This design comes from an exercise in tuning for small area and a short achievable clock period on the open sky130 flow, not from production work.
The RTL was checked by simulation tests, not by an equivalence proof against the original design.
Power figures rest on the tool's default switching activity, not on a simulated workload.

[flow/constraint.sdc]
create_clock -name core_clock -period 13.0 [get_ports {clk}]
set_input_delay 2.6000 -clock core_clock [delete_from_list [all_inputs] [get_ports {clk}]]
set_output_delay 2.6000 -clock core_clock [all_outputs]
set_load 0.01 [all_outputs]
[flow/config.mk]
export PLATFORM = sky130hd
export DESIGN_NAME = exec_stage
export DESIGN_NICKNAME = exec_stage
export VERILOG_FILES = /design/flow/design.v
export SDC_FILE = /design/flow/constraint.sdc
export NUM_CORES = 4
export LEC_CHECK = 0
export CAP_MARGIN = 20
export CELL_PAD_IN_SITES_DETAIL_PLACEMENT = 2
export CELL_PAD_IN_SITES_GLOBAL_PLACEMENT = 2
export CORE_MARGIN = 2
export CORE_UTILIZATION = 25
export PLACE_DENSITY = 0.45
export SETUP_SLACK_MARGIN = 0.3
export SLEW_MARGIN = 20
[flow/design.v]
module exec_stage #(
  parameter int N = 24,
  parameter int M = 6
) (
  input  logic                clk,
  input  logic                rst,
  input  logic                en,
  input  logic [N-1:0]        rd1, rd2, rd3, pc, imm,
  input  logic [N*M-1:0]      rdv1, rdv2, rdv3,
  input  logic [N*M-1:0]      Forward1, Forward2, Forward3,
  input  logic                Fa, Fb, Fc,
  input  logic [3:0]          aluControl, Rc, opCode,
  input  logic                immSrc, branchFlag, memWrite, memToReg, regWrite, modeSel,
  input  logic [1:0]          opType,
  output logic [17+2*N*M-1:0] bufferOut
);
  localparam int NM = N * M;
  localparam int BW = 17 + 2 * NM;
  logic          isCtrl, ld, hold;
  logic [BW-1:0] q, d;
  assign isCtrl = (opType == 2'b10);
  assign ld     = rst & en;
  assign hold   = rst & ~en;
  logic opAdd, opSub, opAnd, opOr, opXor, opShl, opShr, opMul, opB, opA;
  assign opAdd = (aluControl == 4'b0000);
  assign opSub = (aluControl == 4'b0001);
  assign opAnd = (aluControl == 4'b0010);
  assign opOr  = (aluControl == 4'b0011);
  assign opXor = (aluControl == 4'b0100);
  assign opShl = (aluControl == 4'b0101);
  assign opShr = (aluControl == 4'b0110);
  assign opMul = (aluControl == 4'b0111);
  assign opB   = (aluControl == 4'b1000);
  assign opA   = (aluControl == 4'b1001);
  logic [N-1:0] a   [M];
  logic [N-1:0] b   [M];
  logic [N-1:0] t   [M];
  logic [N-1:0] cmpB, a0x;
  assign cmpB = Fb ? Forward2[N-1:0] : (modeSel ? rdv2[N-1:0] : rd2);
  assign a[0] = Fa ? Forward1[N-1:0] : (modeSel ? rdv1[N-1:0] : rd1);
  assign b[0] = (immSrc | isCtrl) ? imm : cmpB;
  assign t[0] = Fc ? Forward3[N-1:0] : (modeSel ? rdv3[N-1:0] : rd3);
  assign a0x  = isCtrl ? pc : a[0];
  for (genvar k = 1; k < M; k++) begin : g_ops
    assign a[k] = Fa ? Forward1[k*N +: N] : rdv1[k*N +: N];
    assign b[k] = immSrc ? imm : (Fb ? Forward2[k*N +: N] : rdv2[k*N +: N]);
    assign t[k] = {N{modeSel}} & (Fc ? Forward3[k*N +: N] : rdv3[k*N +: N]);
  end
  logic [N-1:0] r [M];
  for (genvar k = 0; k < M; k++) begin : g_lane
    logic on;
    if (k == 0) begin : g_l0
      assign on = ld;
      exec_lane u_lane (
        .a(a0x), .b(b[0]),
        .mul(opMul & ~isCtrl), .shl(opShl & ~isCtrl), .shr(opShr & ~isCtrl),
        .add(opAdd | isCtrl), .sub(opSub & ~isCtrl), .pa(opA & ~isCtrl), .pb(opB & ~isCtrl),
        .land(opAnd & ~isCtrl), .lor(opOr & ~isCtrl), .lxor(opXor & ~isCtrl),
        .on(on), .r(r[k]));
    end else begin : g_ln
      assign on = ld & modeSel & ~isCtrl;
      exec_lane u_lane (
        .a(a[k]), .b(b[k]),
        .mul(opMul), .shl(opShl), .shr(opShr), .add(opAdd), .sub(opSub), .pa(opA), .pb(opB),
        .land(opAnd), .lor(opOr), .lxor(opXor),
        .on(on), .r(r[k]));
    end
  end
  logic [N-1:0] cmpDiff;
  logic         cmpEq;
  assign cmpDiff = a[0] - cmpB;
  assign cmpEq   = (a[0] == cmpB);
  logic anyR, zeroFlag, negFlag;
  assign anyR     = |{r[5], r[4], r[3], r[2], r[1], r[0]};
  assign zeroFlag = isCtrl ? (ld & cmpEq) : (ld & ~anyR);
  assign negFlag  = isCtrl ? (ld & cmpDiff[N-1]) : r[0][N-1];
  logic [BW-1:0] nx;
  assign nx = {{7{ld}} & {modeSel, opType, opCode},
               r[5], r[4], r[3], r[2], r[1], r[0], zeroFlag, negFlag,
               {8{ld}} & {branchFlag, memWrite, memToReg, regWrite, Rc},
               {NM{ld}} & {t[5], t[4], t[3], t[2], t[1], t[0]}};
  assign d = nx | ({BW{hold}} & q);
  always_ff @(posedge clk) q <= d;
  assign bufferOut = q;
endmodule
module exec_lane (
  input  logic [23:0] a, b,
  input  logic        mul, shl, shr, add, sub, pa, pb, land, lor, lxor,
  input  logic        on,
  output logic [23:0] r
);
  logic [23:0] ar, x, z, p, pr;
  logic [4:0]  s;
  logic [11:0] one, two, neg, bone, btwo, sone, stwo;
  logic [24:0] bx;
  logic        c0;
  for (genvar j = 0; j < 24; j++) begin : g_rev
    assign ar[j] = a[23-j];
    assign pr[j] = p[23-j];
  end
  assign x = shr ? ar : a;
  assign s  = b[4:0];
  assign bx = {b, 1'b0};
  for (genvar i = 0; i < 12; i++) begin : g_booth
    assign bone[i] = bx[2*i+1] ^ bx[2*i];
    assign btwo[i] = (bx[2*i+2] & ~bx[2*i+1] & ~bx[2*i]) | (~bx[2*i+2] & bx[2*i+1] & bx[2*i]);
    assign sone[i] = (s == 5'(2*i));
    assign stwo[i] = (s == 5'(2*i+1));
    if (i == 0) begin : g_d0
      assign one[i] = (mul & bone[i]) | ((shl | shr) & sone[i]) | add | sub | pa;
    end else begin : g_dn
      assign one[i] = (mul & bone[i]) | ((shl | shr) & sone[i]);
    end
    assign two[i] = (mul & btwo[i]) | ((shl | shr) & stwo[i]);
    assign neg[i] = mul & bx[2*i+2];
  end
  assign c0 = (mul & b[1]) | sub;
  assign z  = {24{add | sub | pb}} & (b ^ {24{sub}});
  exec_mac24 u_mac (.x(x), .one(one), .two(two), .neg(neg), .c0(c0), .z(z), .p(p));
  logic gp, gr, ga, go, gx;
  assign gp = on & (mul | shl | add | sub | pa | pb);
  assign gr = on & shr;
  assign ga = on & land;
  assign go = on & lor;
  assign gx = on & lxor;
  assign r = ({24{gp}} & p) | ({24{gr}} & pr) | ({24{ga}} & (a & b)) |
             ({24{go}} & (a | b)) | ({24{gx}} & (a ^ b));
endmodule
module exec_mac24 (
  input  logic [23:0] x,
  input  logic [11:0] one, two, neg,
  input  logic        c0,
  input  logic [23:0] z,
  output logic [23:0] p
);
  logic [23:0] pp0;
  assign pp0[0] = (one[0] & x[0]) ^ neg[0];
  assign pp0[1] = ((one[0] & x[1]) | (two[0] & x[0])) ^ neg[0];
  assign pp0[2] = ((one[0] & x[2]) | (two[0] & x[1])) ^ neg[0];
  assign pp0[3] = ((one[0] & x[3]) | (two[0] & x[2])) ^ neg[0];
  assign pp0[4] = ((one[0] & x[4]) | (two[0] & x[3])) ^ neg[0];
  assign pp0[5] = ((one[0] & x[5]) | (two[0] & x[4])) ^ neg[0];
  assign pp0[6] = ((one[0] & x[6]) | (two[0] & x[5])) ^ neg[0];
  assign pp0[7] = ((one[0] & x[7]) | (two[0] & x[6])) ^ neg[0];
  assign pp0[8] = ((one[0] & x[8]) | (two[0] & x[7])) ^ neg[0];
  assign pp0[9] = ((one[0] & x[9]) | (two[0] & x[8])) ^ neg[0];
  assign pp0[10] = ((one[0] & x[10]) | (two[0] & x[9])) ^ neg[0];
  assign pp0[11] = ((one[0] & x[11]) | (two[0] & x[10])) ^ neg[0];
  assign pp0[12] = ((one[0] & x[12]) | (two[0] & x[11])) ^ neg[0];
  assign pp0[13] = ((one[0] & x[13]) | (two[0] & x[12])) ^ neg[0];
  assign pp0[14] = ((one[0] & x[14]) | (two[0] & x[13])) ^ neg[0];
  assign pp0[15] = ((one[0] & x[15]) | (two[0] & x[14])) ^ neg[0];
  assign pp0[16] = ((one[0] & x[16]) | (two[0] & x[15])) ^ neg[0];
  assign pp0[17] = ((one[0] & x[17]) | (two[0] & x[16])) ^ neg[0];
  assign pp0[18] = ((one[0] & x[18]) | (two[0] & x[17])) ^ neg[0];
  assign pp0[19] = ((one[0] & x[19]) | (two[0] & x[18])) ^ neg[0];
  assign pp0[20] = ((one[0] & x[20]) | (two[0] & x[19])) ^ neg[0];
  assign pp0[21] = ((one[0] & x[21]) | (two[0] & x[20])) ^ neg[0];
  assign pp0[22] = ((one[0] & x[22]) | (two[0] & x[21])) ^ neg[0];
  assign pp0[23] = ((one[0] & x[23]) | (two[0] & x[22])) ^ neg[0];
  logic [21:0] pp1;
  assign pp1[0] = ((one[1] & x[0]) ^ neg[1]) | z[2];
  assign pp1[1] = (((one[1] & x[1]) | (two[1] & x[0])) ^ neg[1]) | z[3];
  assign pp1[2] = (((one[1] & x[2]) | (two[1] & x[1])) ^ neg[1]) | z[4];
  assign pp1[3] = (((one[1] & x[3]) | (two[1] & x[2])) ^ neg[1]) | z[5];
  assign pp1[4] = (((one[1] & x[4]) | (two[1] & x[3])) ^ neg[1]) | z[6];
  assign pp1[5] = (((one[1] & x[5]) | (two[1] & x[4])) ^ neg[1]) | z[7];
  assign pp1[6] = (((one[1] & x[6]) | (two[1] & x[5])) ^ neg[1]) | z[8];
  assign pp1[7] = (((one[1] & x[7]) | (two[1] & x[6])) ^ neg[1]) | z[9];
  assign pp1[8] = (((one[1] & x[8]) | (two[1] & x[7])) ^ neg[1]) | z[10];
  assign pp1[9] = (((one[1] & x[9]) | (two[1] & x[8])) ^ neg[1]) | z[11];
  assign pp1[10] = (((one[1] & x[10]) | (two[1] & x[9])) ^ neg[1]) | z[12];
  assign pp1[11] = (((one[1] & x[11]) | (two[1] & x[10])) ^ neg[1]) | z[13];
  assign pp1[12] = (((one[1] & x[12]) | (two[1] & x[11])) ^ neg[1]) | z[14];
  assign pp1[13] = (((one[1] & x[13]) | (two[1] & x[12])) ^ neg[1]) | z[15];
  assign pp1[14] = (((one[1] & x[14]) | (two[1] & x[13])) ^ neg[1]) | z[16];
  assign pp1[15] = (((one[1] & x[15]) | (two[1] & x[14])) ^ neg[1]) | z[17];
  assign pp1[16] = (((one[1] & x[16]) | (two[1] & x[15])) ^ neg[1]) | z[18];
  assign pp1[17] = (((one[1] & x[17]) | (two[1] & x[16])) ^ neg[1]) | z[19];
  assign pp1[18] = (((one[1] & x[18]) | (two[1] & x[17])) ^ neg[1]) | z[20];
  assign pp1[19] = (((one[1] & x[19]) | (two[1] & x[18])) ^ neg[1]) | z[21];
  assign pp1[20] = (((one[1] & x[20]) | (two[1] & x[19])) ^ neg[1]) | z[22];
  assign pp1[21] = (((one[1] & x[21]) | (two[1] & x[20])) ^ neg[1]) | z[23];
  logic [19:0] pp2;
  assign pp2[0] = (one[2] & x[0]) ^ neg[2];
  assign pp2[1] = ((one[2] & x[1]) | (two[2] & x[0])) ^ neg[2];
  assign pp2[2] = ((one[2] & x[2]) | (two[2] & x[1])) ^ neg[2];
  assign pp2[3] = ((one[2] & x[3]) | (two[2] & x[2])) ^ neg[2];
  assign pp2[4] = ((one[2] & x[4]) | (two[2] & x[3])) ^ neg[2];
  assign pp2[5] = ((one[2] & x[5]) | (two[2] & x[4])) ^ neg[2];
  assign pp2[6] = ((one[2] & x[6]) | (two[2] & x[5])) ^ neg[2];
  assign pp2[7] = ((one[2] & x[7]) | (two[2] & x[6])) ^ neg[2];
  assign pp2[8] = ((one[2] & x[8]) | (two[2] & x[7])) ^ neg[2];
  assign pp2[9] = ((one[2] & x[9]) | (two[2] & x[8])) ^ neg[2];
  assign pp2[10] = ((one[2] & x[10]) | (two[2] & x[9])) ^ neg[2];
  assign pp2[11] = ((one[2] & x[11]) | (two[2] & x[10])) ^ neg[2];
  assign pp2[12] = ((one[2] & x[12]) | (two[2] & x[11])) ^ neg[2];
  assign pp2[13] = ((one[2] & x[13]) | (two[2] & x[12])) ^ neg[2];
  assign pp2[14] = ((one[2] & x[14]) | (two[2] & x[13])) ^ neg[2];
  assign pp2[15] = ((one[2] & x[15]) | (two[2] & x[14])) ^ neg[2];
  assign pp2[16] = ((one[2] & x[16]) | (two[2] & x[15])) ^ neg[2];
  assign pp2[17] = ((one[2] & x[17]) | (two[2] & x[16])) ^ neg[2];
  assign pp2[18] = ((one[2] & x[18]) | (two[2] & x[17])) ^ neg[2];
  assign pp2[19] = ((one[2] & x[19]) | (two[2] & x[18])) ^ neg[2];
  logic [17:0] pp3;
  assign pp3[0] = (one[3] & x[0]) ^ neg[3];
  assign pp3[1] = ((one[3] & x[1]) | (two[3] & x[0])) ^ neg[3];
  assign pp3[2] = ((one[3] & x[2]) | (two[3] & x[1])) ^ neg[3];
  assign pp3[3] = ((one[3] & x[3]) | (two[3] & x[2])) ^ neg[3];
  assign pp3[4] = ((one[3] & x[4]) | (two[3] & x[3])) ^ neg[3];
  assign pp3[5] = ((one[3] & x[5]) | (two[3] & x[4])) ^ neg[3];
  assign pp3[6] = ((one[3] & x[6]) | (two[3] & x[5])) ^ neg[3];
  assign pp3[7] = ((one[3] & x[7]) | (two[3] & x[6])) ^ neg[3];
  assign pp3[8] = ((one[3] & x[8]) | (two[3] & x[7])) ^ neg[3];
  assign pp3[9] = ((one[3] & x[9]) | (two[3] & x[8])) ^ neg[3];
  assign pp3[10] = ((one[3] & x[10]) | (two[3] & x[9])) ^ neg[3];
  assign pp3[11] = ((one[3] & x[11]) | (two[3] & x[10])) ^ neg[3];
  assign pp3[12] = ((one[3] & x[12]) | (two[3] & x[11])) ^ neg[3];
  assign pp3[13] = ((one[3] & x[13]) | (two[3] & x[12])) ^ neg[3];
  assign pp3[14] = ((one[3] & x[14]) | (two[3] & x[13])) ^ neg[3];
  assign pp3[15] = ((one[3] & x[15]) | (two[3] & x[14])) ^ neg[3];
  assign pp3[16] = ((one[3] & x[16]) | (two[3] & x[15])) ^ neg[3];
  assign pp3[17] = ((one[3] & x[17]) | (two[3] & x[16])) ^ neg[3];
  logic [15:0] pp4;
  assign pp4[0] = (one[4] & x[0]) ^ neg[4];
  assign pp4[1] = ((one[4] & x[1]) | (two[4] & x[0])) ^ neg[4];
  assign pp4[2] = ((one[4] & x[2]) | (two[4] & x[1])) ^ neg[4];
  assign pp4[3] = ((one[4] & x[3]) | (two[4] & x[2])) ^ neg[4];
  assign pp4[4] = ((one[4] & x[4]) | (two[4] & x[3])) ^ neg[4];
  assign pp4[5] = ((one[4] & x[5]) | (two[4] & x[4])) ^ neg[4];
  assign pp4[6] = ((one[4] & x[6]) | (two[4] & x[5])) ^ neg[4];
  assign pp4[7] = ((one[4] & x[7]) | (two[4] & x[6])) ^ neg[4];
  assign pp4[8] = ((one[4] & x[8]) | (two[4] & x[7])) ^ neg[4];
  assign pp4[9] = ((one[4] & x[9]) | (two[4] & x[8])) ^ neg[4];
  assign pp4[10] = ((one[4] & x[10]) | (two[4] & x[9])) ^ neg[4];
  assign pp4[11] = ((one[4] & x[11]) | (two[4] & x[10])) ^ neg[4];
  assign pp4[12] = ((one[4] & x[12]) | (two[4] & x[11])) ^ neg[4];
  assign pp4[13] = ((one[4] & x[13]) | (two[4] & x[12])) ^ neg[4];
  assign pp4[14] = ((one[4] & x[14]) | (two[4] & x[13])) ^ neg[4];
  assign pp4[15] = ((one[4] & x[15]) | (two[4] & x[14])) ^ neg[4];
  logic [13:0] pp5;
  assign pp5[0] = (one[5] & x[0]) ^ neg[5];
  assign pp5[1] = ((one[5] & x[1]) | (two[5] & x[0])) ^ neg[5];
  assign pp5[2] = ((one[5] & x[2]) | (two[5] & x[1])) ^ neg[5];
  assign pp5[3] = ((one[5] & x[3]) | (two[5] & x[2])) ^ neg[5];
  assign pp5[4] = ((one[5] & x[4]) | (two[5] & x[3])) ^ neg[5];
  assign pp5[5] = ((one[5] & x[5]) | (two[5] & x[4])) ^ neg[5];
  assign pp5[6] = ((one[5] & x[6]) | (two[5] & x[5])) ^ neg[5];
  assign pp5[7] = ((one[5] & x[7]) | (two[5] & x[6])) ^ neg[5];
  assign pp5[8] = ((one[5] & x[8]) | (two[5] & x[7])) ^ neg[5];
  assign pp5[9] = ((one[5] & x[9]) | (two[5] & x[8])) ^ neg[5];
  assign pp5[10] = ((one[5] & x[10]) | (two[5] & x[9])) ^ neg[5];
  assign pp5[11] = ((one[5] & x[11]) | (two[5] & x[10])) ^ neg[5];
  assign pp5[12] = ((one[5] & x[12]) | (two[5] & x[11])) ^ neg[5];
  assign pp5[13] = ((one[5] & x[13]) | (two[5] & x[12])) ^ neg[5];
  logic [11:0] pp6;
  assign pp6[0] = (one[6] & x[0]) ^ neg[6];
  assign pp6[1] = ((one[6] & x[1]) | (two[6] & x[0])) ^ neg[6];
  assign pp6[2] = ((one[6] & x[2]) | (two[6] & x[1])) ^ neg[6];
  assign pp6[3] = ((one[6] & x[3]) | (two[6] & x[2])) ^ neg[6];
  assign pp6[4] = ((one[6] & x[4]) | (two[6] & x[3])) ^ neg[6];
  assign pp6[5] = ((one[6] & x[5]) | (two[6] & x[4])) ^ neg[6];
  assign pp6[6] = ((one[6] & x[6]) | (two[6] & x[5])) ^ neg[6];
  assign pp6[7] = ((one[6] & x[7]) | (two[6] & x[6])) ^ neg[6];
  assign pp6[8] = ((one[6] & x[8]) | (two[6] & x[7])) ^ neg[6];
  assign pp6[9] = ((one[6] & x[9]) | (two[6] & x[8])) ^ neg[6];
  assign pp6[10] = ((one[6] & x[10]) | (two[6] & x[9])) ^ neg[6];
  assign pp6[11] = ((one[6] & x[11]) | (two[6] & x[10])) ^ neg[6];
  logic [9:0] pp7;
  assign pp7[0] = (one[7] & x[0]) ^ neg[7];
  assign pp7[1] = ((one[7] & x[1]) | (two[7] & x[0])) ^ neg[7];
  assign pp7[2] = ((one[7] & x[2]) | (two[7] & x[1])) ^ neg[7];
  assign pp7[3] = ((one[7] & x[3]) | (two[7] & x[2])) ^ neg[7];
  assign pp7[4] = ((one[7] & x[4]) | (two[7] & x[3])) ^ neg[7];
  assign pp7[5] = ((one[7] & x[5]) | (two[7] & x[4])) ^ neg[7];
  assign pp7[6] = ((one[7] & x[6]) | (two[7] & x[5])) ^ neg[7];
  assign pp7[7] = ((one[7] & x[7]) | (two[7] & x[6])) ^ neg[7];
  assign pp7[8] = ((one[7] & x[8]) | (two[7] & x[7])) ^ neg[7];
  assign pp7[9] = ((one[7] & x[9]) | (two[7] & x[8])) ^ neg[7];
  logic [7:0] pp8;
  assign pp8[0] = (one[8] & x[0]) ^ neg[8];
  assign pp8[1] = ((one[8] & x[1]) | (two[8] & x[0])) ^ neg[8];
  assign pp8[2] = ((one[8] & x[2]) | (two[8] & x[1])) ^ neg[8];
  assign pp8[3] = ((one[8] & x[3]) | (two[8] & x[2])) ^ neg[8];
  assign pp8[4] = ((one[8] & x[4]) | (two[8] & x[3])) ^ neg[8];
  assign pp8[5] = ((one[8] & x[5]) | (two[8] & x[4])) ^ neg[8];
  assign pp8[6] = ((one[8] & x[6]) | (two[8] & x[5])) ^ neg[8];
  assign pp8[7] = ((one[8] & x[7]) | (two[8] & x[6])) ^ neg[8];
  logic [5:0] pp9;
  assign pp9[0] = (one[9] & x[0]) ^ neg[9];
  assign pp9[1] = ((one[9] & x[1]) | (two[9] & x[0])) ^ neg[9];
  assign pp9[2] = ((one[9] & x[2]) | (two[9] & x[1])) ^ neg[9];
  assign pp9[3] = ((one[9] & x[3]) | (two[9] & x[2])) ^ neg[9];
  assign pp9[4] = ((one[9] & x[4]) | (two[9] & x[3])) ^ neg[9];
  assign pp9[5] = ((one[9] & x[5]) | (two[9] & x[4])) ^ neg[9];
  logic [3:0] pp10;
  assign pp10[0] = (one[10] & x[0]) ^ neg[10];
  assign pp10[1] = ((one[10] & x[1]) | (two[10] & x[0])) ^ neg[10];
  assign pp10[2] = ((one[10] & x[2]) | (two[10] & x[1])) ^ neg[10];
  assign pp10[3] = ((one[10] & x[3]) | (two[10] & x[2])) ^ neg[10];
  logic [1:0] pp11;
  assign pp11[0] = (one[11] & x[0]) ^ neg[11];
  assign pp11[1] = ((one[11] & x[1]) | (two[11] & x[0])) ^ neg[11];
  logic s0;
  logic co0;
  logic s1, co1;
  logic s2;
  logic co2;
  logic s3, co3;
  logic s4;
  logic co4;
  logic s5;
  logic co5;
  logic s6;
  logic co6;
  logic s7, co7;
  logic s8;
  logic co8;
  logic s9;
  logic co9;
  logic s10;
  logic co10;
  logic s11;
  logic co11;
  logic s12;
  logic co12;
  logic s13, co13;
  logic s14;
  logic co14;
  logic s15;
  logic co15;
  logic s16;
  logic co16;
  logic s17;
  logic co17;
  logic s18;
  logic co18;
  logic s19;
  logic co19;
  logic s20;
  logic co20;
  logic s21;
  logic co21;
  logic s22;
  logic co22;
  logic s23;
  logic co23;
  logic s24;
  logic co24;
  logic s25;
  logic co25;
  logic s26, co26;
  logic s27;
  logic co27;
  logic s28;
  logic co28;
  logic s29;
  logic co29;
  logic s30;
  logic co30;
  logic s31;
  logic co31;
  logic s32;
  logic co32;
  logic s33;
  logic co33;
  logic s34;
  logic co34;
  logic s35;
  logic co35;
  logic s36;
  logic co36;
  logic s37, co37;
  logic s38;
  logic co38;
  logic s39;
  logic co39;
  logic s40;
  logic co40;
  logic s41;
  logic co41;
  logic s42;
  logic co42;
  logic s43;
  logic co43;
  logic s44;
  logic co44;
  logic s45;
  logic co45;
  logic s46;
  logic co46;
  logic s47;
  logic co47;
  logic s48;
  logic co48;
  logic s49;
  logic co49;
  logic s50, co50;
  logic s51;
  logic co51;
  logic s52;
  logic co52;
  logic s53;
  logic co53;
  logic s54;
  logic co54;
  logic s55;
  logic co55;
  logic s56;
  logic co56;
  logic s57;
  logic co57;
  logic s58;
  logic co58;
  logic s59;
  logic co59;
  logic s60;
  logic co60;
  logic s61;
  logic co61;
  logic s62;
  logic co62;
  logic s63;
  logic co63;
  logic s64;
  logic co64;
  logic s65, co65;
  logic s66;
  logic co66;
  logic s67;
  logic co67;
  logic s68;
  logic co68;
  logic s69;
  logic co69;
  logic s70;
  logic co70;
  logic s71;
  logic co71;
  logic s72;
  logic co72;
  logic s73;
  logic co73;
  logic s74;
  logic co74;
  logic s75;
  logic co75;
  logic s76;
  logic co76;
  logic s77;
  logic co77;
  logic s78;
  logic co78;
  logic s79;
  logic co79;
  logic s80;
  logic co80;
  logic s81;
  logic co81;
  logic s82, co82;
  logic s83;
  logic co83;
  logic s84;
  logic co84;
  logic s85;
  logic co85;
  logic s86;
  logic co86;
  logic s87;
  logic co87;
  logic s88;
  logic co88;
  logic s89;
  logic co89;
  logic s90;
  logic co90;
  logic s91;
  logic co91;
  logic s92;
  logic co92;
  logic s93;
  logic co93;
  logic s94;
  logic co94;
  logic s95;
  logic co95;
  logic s96;
  logic co96;
  logic s97;
  logic co97;
  logic s98;
  logic co98;
  logic s99;
  logic co99;
  logic s100;
  logic co100;
  logic s101, co101;
  logic s102;
  logic co102;
  logic s103;
  logic co103;
  logic s104;
  logic co104;
  logic s105;
  logic co105;
  logic s106;
  logic co106;
  logic s107;
  logic co107;
  logic s108;
  logic co108;
  logic s109;
  logic co109;
  logic s110;
  logic co110;
  logic s111;
  logic co111;
  logic s112;
  logic co112;
  logic s113;
  logic co113;
  logic s114;
  logic co114;
  logic s115;
  logic co115;
  logic s116;
  logic co116;
  logic s117;
  logic co117;
  logic s118;
  logic co118;
  logic s119;
  logic co119;
  logic s120;
  logic co120;
  logic s121;
  logic co121;
  logic s122, co122;
  logic s123;
  logic s124;
  logic s125;
  logic s126;
  logic s127;
  logic s128;
  logic s129;
  logic s130;
  logic s131;
  logic s132;
  logic s133;
  assign {co0, s0} = c0 + z[0] + pp0[0];
  assign {co1, s1} = z[1] + pp0[1];
  assign {co2, s2} = neg[1] + pp0[2] + pp1[0];
  assign {co3, s3} = pp0[3] + pp1[1];
  assign {co4, s4} = neg[2] + pp0[4] + pp1[2];
  assign {co5, s5} = pp2[0] + co3 + s4;
  assign {co6, s6} = pp0[5] + pp1[3] + pp2[1];
  assign {co7, s7} = co4 + s6;
  assign {co8, s8} = neg[3] + pp0[6] + pp1[4];
  assign {co9, s9} = pp2[2] + pp3[0] + co6;
  assign {co10, s10} = s8 + co7 + s9;
  assign {co11, s11} = pp0[7] + pp1[5] + pp2[3];
  assign {co12, s12} = pp3[1] + co8 + s11;
  assign {co13, s13} = co9 + s12;
  assign {co14, s14} = neg[4] + pp0[8] + pp1[6];
  assign {co15, s15} = pp2[4] + pp3[2] + pp4[0];
  assign {co16, s16} = co11 + s14 + s15;
  assign {co17, s17} = co12 + s16 + co13;
  assign {co18, s18} = pp0[9] + pp1[7] + pp2[5];
  assign {co19, s19} = pp3[3] + pp4[1] + co14;
  assign {co20, s20} = co15 + s18 + s19;
  assign {co21, s21} = co16 + s20 + co17;
  assign {co22, s22} = neg[5] + pp0[10] + pp1[8];
  assign {co23, s23} = pp2[6] + pp3[4] + pp4[2];
  assign {co24, s24} = pp5[0] + co18 + s22;
  assign {co25, s25} = s23 + co19 + s24;
  assign {co26, s26} = co20 + s25;
  assign {co27, s27} = pp0[11] + pp1[9] + pp2[7];
  assign {co28, s28} = pp3[5] + pp4[3] + pp5[1];
  assign {co29, s29} = co22 + co23 + s27;
  assign {co30, s30} = s28 + co24 + s29;
  assign {co31, s31} = co25 + s30 + co26;
  assign {co32, s32} = neg[6] + pp0[12] + pp1[10];
  assign {co33, s33} = pp2[8] + pp3[6] + pp4[4];
  assign {co34, s34} = pp5[2] + pp6[0] + co27;
  assign {co35, s35} = co28 + s32 + s33;
  assign {co36, s36} = s34 + co29 + s35;
  assign {co37, s37} = co30 + s36;
  assign {co38, s38} = pp0[13] + pp1[11] + pp2[9];
  assign {co39, s39} = pp3[7] + pp4[5] + pp5[3];
  assign {co40, s40} = pp6[1] + co32 + co33;
  assign {co41, s41} = s38 + s39 + co34;
  assign {co42, s42} = s40 + co35 + s41;
  assign {co43, s43} = co36 + co37 + s42;
  assign {co44, s44} = neg[7] + pp0[14] + pp1[12];
  assign {co45, s45} = pp2[10] + pp3[8] + pp4[6];
  assign {co46, s46} = pp5[4] + pp6[2] + pp7[0];
  assign {co47, s47} = co38 + co39 + s44;
  assign {co48, s48} = s45 + s46 + co40;
  assign {co49, s49} = s47 + co41 + s48;
  assign {co50, s50} = co42 + s49;
  assign {co51, s51} = pp0[15] + pp1[13] + pp2[11];
  assign {co52, s52} = pp3[9] + pp4[7] + pp5[5];
  assign {co53, s53} = pp6[3] + pp7[1] + co44;
  assign {co54, s54} = co45 + co46 + s51;
  assign {co55, s55} = s52 + s53 + co47;
  assign {co56, s56} = s54 + co48 + s55;
  assign {co57, s57} = co49 + s56 + co50;
  assign {co58, s58} = neg[8] + pp0[16] + pp1[14];
  assign {co59, s59} = pp2[12] + pp3[10] + pp4[8];
  assign {co60, s60} = pp5[6] + pp6[4] + pp7[2];
  assign {co61, s61} = pp8[0] + co51 + co52;
  assign {co62, s62} = s58 + s59 + s60;
  assign {co63, s63} = co53 + s61 + co54;
  assign {co64, s64} = s62 + co55 + s63;
  assign {co65, s65} = co56 + s64;
  assign {co66, s66} = pp0[17] + pp1[15] + pp2[13];
  assign {co67, s67} = pp3[11] + pp4[9] + pp5[7];
  assign {co68, s68} = pp6[5] + pp7[3] + pp8[1];
  assign {co69, s69} = co58 + co59 + co60;
  assign {co70, s70} = s66 + s67 + s68;
  assign {co71, s71} = co61 + s69 + co62;
  assign {co72, s72} = s70 + co63 + s71;
  assign {co73, s73} = co64 + s72 + co65;
  assign {co74, s74} = neg[9] + pp0[18] + pp1[16];
  assign {co75, s75} = pp2[14] + pp3[12] + pp4[10];
  assign {co76, s76} = pp5[8] + pp6[6] + pp7[4];
  assign {co77, s77} = pp8[2] + pp9[0] + co66;
  assign {co78, s78} = co67 + co68 + s74;
  assign {co79, s79} = s75 + s76 + co69;
  assign {co80, s80} = s77 + co70 + s78;
  assign {co81, s81} = co71 + s79 + s80;
  assign {co82, s82} = co72 + s81;
  assign {co83, s83} = pp0[19] + pp1[17] + pp2[15];
  assign {co84, s84} = pp3[13] + pp4[11] + pp5[9];
  assign {co85, s85} = pp6[7] + pp7[5] + pp8[3];
  assign {co86, s86} = pp9[1] + co74 + co75;
  assign {co87, s87} = co76 + s83 + s84;
  assign {co88, s88} = s85 + co77 + s86;
  assign {co89, s89} = co78 + s87 + co79;
  assign {co90, s90} = co80 + s88 + s89;
  assign {co91, s91} = co81 + s90 + co82;
  assign {co92, s92} = neg[10] + pp0[20] + pp1[18];
  assign {co93, s93} = pp2[16] + pp3[14] + pp4[12];
  assign {co94, s94} = pp5[10] + pp6[8] + pp7[6];
  assign {co95, s95} = pp8[4] + pp9[2] + pp10[0];
  assign {co96, s96} = co83 + co84 + co85;
  assign {co97, s97} = s92 + s93 + s94;
  assign {co98, s98} = s95 + co86 + s96;
  assign {co99, s99} = co87 + s97 + co88;
  assign {co100, s100} = s98 + co89 + s99;
  assign {co101, s101} = co90 + s100;
  assign {co102, s102} = pp0[21] + pp1[19] + pp2[17];
  assign {co103, s103} = pp3[15] + pp4[13] + pp5[11];
  assign {co104, s104} = pp6[9] + pp7[7] + pp8[5];
  assign {co105, s105} = pp9[3] + pp10[1] + co92;
  assign {co106, s106} = co93 + co94 + co95;
  assign {co107, s107} = s102 + s103 + s104;
  assign {co108, s108} = co96 + s105 + s106;
  assign {co109, s109} = co97 + s107 + co98;
  assign {co110, s110} = s108 + co99 + s109;
  assign {co111, s111} = co100 + s110 + co101;
  assign {co112, s112} = neg[11] + pp0[22] + pp1[20];
  assign {co113, s113} = pp2[18] + pp3[16] + pp4[14];
  assign {co114, s114} = pp5[12] + pp6[10] + pp7[8];
  assign {co115, s115} = pp8[6] + pp9[4] + pp10[2];
  assign {co116, s116} = pp11[0] + co102 + co103;
  assign {co117, s117} = co104 + s112 + s113;
  assign {co118, s118} = s114 + s115 + co105;
  assign {co119, s119} = co106 + s116 + co107;
  assign {co120, s120} = s117 + co108 + s118;
  assign {co121, s121} = s119 + co109 + s120;
  assign {co122, s122} = co110 + s121;
  assign s123 = pp0[23] ^ pp1[21] ^ pp2[19];
  assign s124 = pp3[17] ^ pp4[15] ^ pp5[13];
  assign s125 = pp6[11] ^ pp7[9] ^ pp8[7];
  assign s126 = pp9[5] ^ pp10[3] ^ pp11[1];
  assign s127 = co112 ^ co113 ^ co114;
  assign s128 = co115 ^ s123 ^ s124;
  assign s129 = s125 ^ s126 ^ co116;
  assign s130 = s127 ^ co117 ^ s128;
  assign s131 = co118 ^ co119 ^ s129;
  assign s132 = s130 ^ co120 ^ s131;
  assign s133 = co121 ^ s132 ^ co122;
  logic [23:0] ra, rb;
  assign ra[0] = s0;
  assign rb[0] = 1'b0;
  assign ra[1] = co0;
  assign rb[1] = s1;
  assign ra[2] = co1;
  assign rb[2] = s2;
  assign ra[3] = co2;
  assign rb[3] = s3;
  assign ra[4] = s5;
  assign rb[4] = 1'b0;
  assign ra[5] = co5;
  assign rb[5] = s7;
  assign ra[6] = s10;
  assign rb[6] = 1'b0;
  assign ra[7] = co10;
  assign rb[7] = s13;
  assign ra[8] = s17;
  assign rb[8] = 1'b0;
  assign ra[9] = s21;
  assign rb[9] = 1'b0;
  assign ra[10] = co21;
  assign rb[10] = s26;
  assign ra[11] = s31;
  assign rb[11] = 1'b0;
  assign ra[12] = co31;
  assign rb[12] = s37;
  assign ra[13] = s43;
  assign rb[13] = 1'b0;
  assign ra[14] = co43;
  assign rb[14] = s50;
  assign ra[15] = s57;
  assign rb[15] = 1'b0;
  assign ra[16] = co57;
  assign rb[16] = s65;
  assign ra[17] = s73;
  assign rb[17] = 1'b0;
  assign ra[18] = co73;
  assign rb[18] = s82;
  assign ra[19] = s91;
  assign rb[19] = 1'b0;
  assign ra[20] = co91;
  assign rb[20] = s101;
  assign ra[21] = s111;
  assign rb[21] = 1'b0;
  assign ra[22] = co111;
  assign rb[22] = s122;
  assign ra[23] = s133;
  assign rb[23] = 1'b0;
  assign p = ra + rb;
endmodule
[flow/run.sh]
#!/bin/bash
# synth_recipe.tcl (not shown) runs the flow's synth.tcl, then flattens the netlist and writes it again
# the make line also repeats each setting of config.mk as NAME=value (left out here)
make -C /OpenROAD-flow-scripts/flow DESIGN_CONFIG=/design/flow/config.mk WORK_HOME=/design/flow/orfs CLKGATE_MAP_FILE= SYNTH_SCRIPT=/design/flow/synth_recipe.tcl finish
==> qor.csv <==
stage,metric,value,unit
detailed_routing,drc,0,
clock_tree,postCtsResizedCells,0,
layout,regMostFlops,q,
timing,min_period,12.17,ns
timing,finClkSkew,0,ns
flow_run,maxCapViolCount,0,
min_path,hp-class,reg -> reg,
global_route,antenna_found_initial,58,
critical_path,endpoint_kind,flop,
die,die_h,542,um
die,die-width,542,um
layout,final_cell_mix,"clkdlybuf4s50_1 (1,307), xnor2_1 (1,024), inv_1 (759)",
detailed_routing,vias,78689,
clock_tree,post_cts_buffers,0,
critical_path,timing.critical_path.mode_cell,fa_1,
yosys,synthTopCellsByArea,"fa_1 (19%), xnor2_1 (12%), dfxtp_1 (8.4%)",
power_and_ir_drop,powerDensity,96.2,mW/mm^2
critical_path,arrival,12.74,ns
timing,drv_slew,0,
yosys,synth_nets,10989,
critical_path,crit_path_max_fanout,10,
detailed_routing,routed_wirelength,542,mm
global_route,grt_usage,35.6,%
global_route,grt_overflow,0,
timing,worst_slack,0.834,ns
yosys,synth.cell_area,0.0725,mm^2
power_and_ir_drop,peakVddDrop,0.165,mV
timing,timing.fmax,82.2,MHz
yosys,async_flop_share,0,%
placement,hpwlAfterDp,448,mm
clock_tree,root_buffer,clkbuf_16,
detailed_routing,drtIter0Drc,7033,
layout,fin_area,0.0940,mm^2
status,run_status,"complete, no violations",
detailed_routing,dr.pass1.iters,5,
timing,rsz0062_at_grt,no,
timing,slew-limit-headroom,12.4,%
placement,placed_area,0.0924,mm^2
timing,fin_setup_tns,0,ns
power_and_ir_drop,p_leak,35.6,nW
die,start_util,25.2,%
layout,largest_reg_flops,305,
die,io_pins,1315,
critical_path,critPathKind,in -> reg,
timing,tightest_slew,1.30,ns
yosys,synth_top_area_share,18.6,%
yosys,ys.flop_type,dfxtp_1,
clock_tree,clk_pin_slew,0.06,ns
yosys,ys_types,113,
yosys,ys_seq_elements,305,
die,coreArea,0.288,mm^2
yosys,synthCells,8852,
clock_tree,tritoncts,built,
clock_tree,cts_buffer_depth,3,
timing,finalSetupViolCount,0,
die,die-area,0.294,mm^2
placement,pre_cts_ws,0.397,ns
timing,hold_viol_final,0,
layout,layout_commonest_cell,clkdlybuf4s50_1,
layout,reg_top3,q: 305 flops,
clock_tree,cts_made_buffers,42,
yosys,synth_top_area_cell,fa_1,
global_route,grt_pass1_vias,82776,
layout,n_fill_cell,32446,
yosys,yosysWarnings,8,
placement,gp_congestion,0.963,
layout,nets,12271,
layout,layout-drive-gt1-share,10.7,%
global_route,grt_pass1_wl,729,mm
clock_tree,clkLatencyLatePin,0.68,ns
layout,regArea,0.00611,mm^2
global_route,grt_max_degree,120,
detailed_routing,antenna_left,0,
timing,min_period_over_period,93.6,%
critical_path,crit_path_max_incr_delay,0.95,ns
yosys,yosysSeqAreaShare,8.42,%
critical_path,startpoint_type,primary input,
detailed_routing,vias_per_cell,5.63,
critical_path,slowest_stage,a211oi_2,
layout,multi_input_area,0.0608,mm^2
clock_tree,ctsHoldBuffers,0,
detailed_routing,routedWlPerCell,38.8,um
clock_tree,h-tree-depth,2,
yosys,avgSynthCellArea,8.19,um^2
die,rows,197,
yosys,synth_edf_count,0,
layout,syn_to_final_growth,29.7,%
placement,portBuffers,1314,
clock_tree,cts.sinks,305,
critical_path,required,13.57,ns
==> path summary, 6_finish.rpt <==
kind,start,to,slack [ns],depth (start not counted)
worst max-delay path,imm[3],q[153]$_DFF_P_,0.83,30
worst min-delay path,q[190]$_DFF_P_,q[190]$_DFF_P_,0.44,2
worst max register to register,q[292]$_DFF_P_,q[292]$_DFF_P_,11.93,2
worst min register to register,q[190]$_DFF_P_,q[190]$_DFF_P_,0.44,2
==> power breakdown <==
part	internal, W	switching [W]	total [W]
registers	0.00100	0.0000705	0.00107
logic	0.00231	0.00426	0.00657
clock network	0.000812	0.000589	0.00140
==> kinds of logic (layout without fill, tap and decap cells) <==
family | Yosys count | in the layout | synth area share [%]
AOI/OAI and AO/OA | 2613 | 2613 | 23.9
xor gates and xnor gates | 1334 | 1334 | 16.4
adders and majority gates | 1127 | 1127 | 26.4
buffers and inverters | 1471 | 2784 | 8.14
DFF | 305 | 305 | 8.42
muxes | 509 | 509 | 7.41
other | 0 | 24 | 0
and+or+nand+nor | 1493 | 1493 | 9.31
==> synthesized netlist by cell type (134+ instances only) <==
| cell | number |
|---|---|
| mux2i_1 | 332 |
| clkbuf_1 | 441 |
| o21ai_0 | 499 |
| nor2_1 | 415 |
| a22oi_1 | 278 |
| o22ai_1 | 720 |
| fa_1 | 672 |
| nand2_1 | 667 |
| mux2_2 | 134 |
| dfxtp_1 | 305 |
| xor2_1 | 296 |
| ha_1 | 455 |
| xnor2_1 | 1025 |
| inv_1 | 760 |
| a21oi_1 | 316 |
==> metrics by stage <==
stage	instances	util [%]	hold slack [ns]	power (W)
after detailed placement	13870	32.1	0.436	0.00755
after floorplan	8852	-	0.467	0.00434
final	13970	32.6	0.442	0.00904
after global routing	13960	32.6	0.470	0.00943
after CTS	13945	32.6	0.447	0.00902
after global placement	13865	32.0	0.433	0.00746
==> critical path: cells and delay by family <==
| kind | cells | cell delay (ns) |
|---|---|---|
| AO/OA/AOI/OAI | 10 | 3.53 |
| adder cells (fa/ha/maj) | 7 | 3.22 |
| AND/OR/NAND/NOR | 9 | 2.17 |
| buffers and inverters | 3 | 0.97 |
| XOR/XNOR | 1 | 0.21 |
==> final cells by class <==
class	instances	share of cell area, %
Timing Repair Buffer	1875	18.7
Tap cell	3781	5.03
Sequential cell	305	6.49
Antenna cell	24	0.0639
Inverter	834	3.34
Multi-Input combinational cell	7076	64.7
Clock buffer	55	1.27
Clock inverter	20	0.405
==> per-layer routing <==
metal | vias up | track usage [%] | share of wire [%]
li1 | 33434 | - | -
met1 | 41269 | 46.0 | 42
met2 | 3284 | 57.8 | 46
met3 | 678 | 5.98 | 6.7
met4 | 24 | 16.3 | 5.4
met5 | - | 0 | 0.029

## separate check: timing with driven ports
Ports are ideal in the flow. The routed layout listed here was re-timed in OpenROAD.
Step 1 (the two cells are an assumption about what drives the block):
set clk [get_ports {clk}]
set_driving_cell -lib_cell sky130_fd_sc_hd__clkbuf_16 $clk
set_driving_cell -lib_cell sky130_fd_sc_hd__buf_2 [delete_from_list [all_inputs] $clk]
Step 2 adds t to the input delays and takes it off the output delays; t is the mean of the earliest and latest rising clock arrival at the registers after step 1. Input paths then give back, and output paths get back, about the clock's delay inside the block.
Slacks: ideal / step 1 / step 2; pairs: ideal / step 1.
t (ns): 0.772
slack for setup (ns): 0.834 / 0.863 / 0.090
clock arrival spread, ns: 0.037 / 0.037
After both steps setup and hold are still met in this run. For this run, drivers alone change the setup slack by +0.029 ns; drivers and shift together by -0.744 ns.
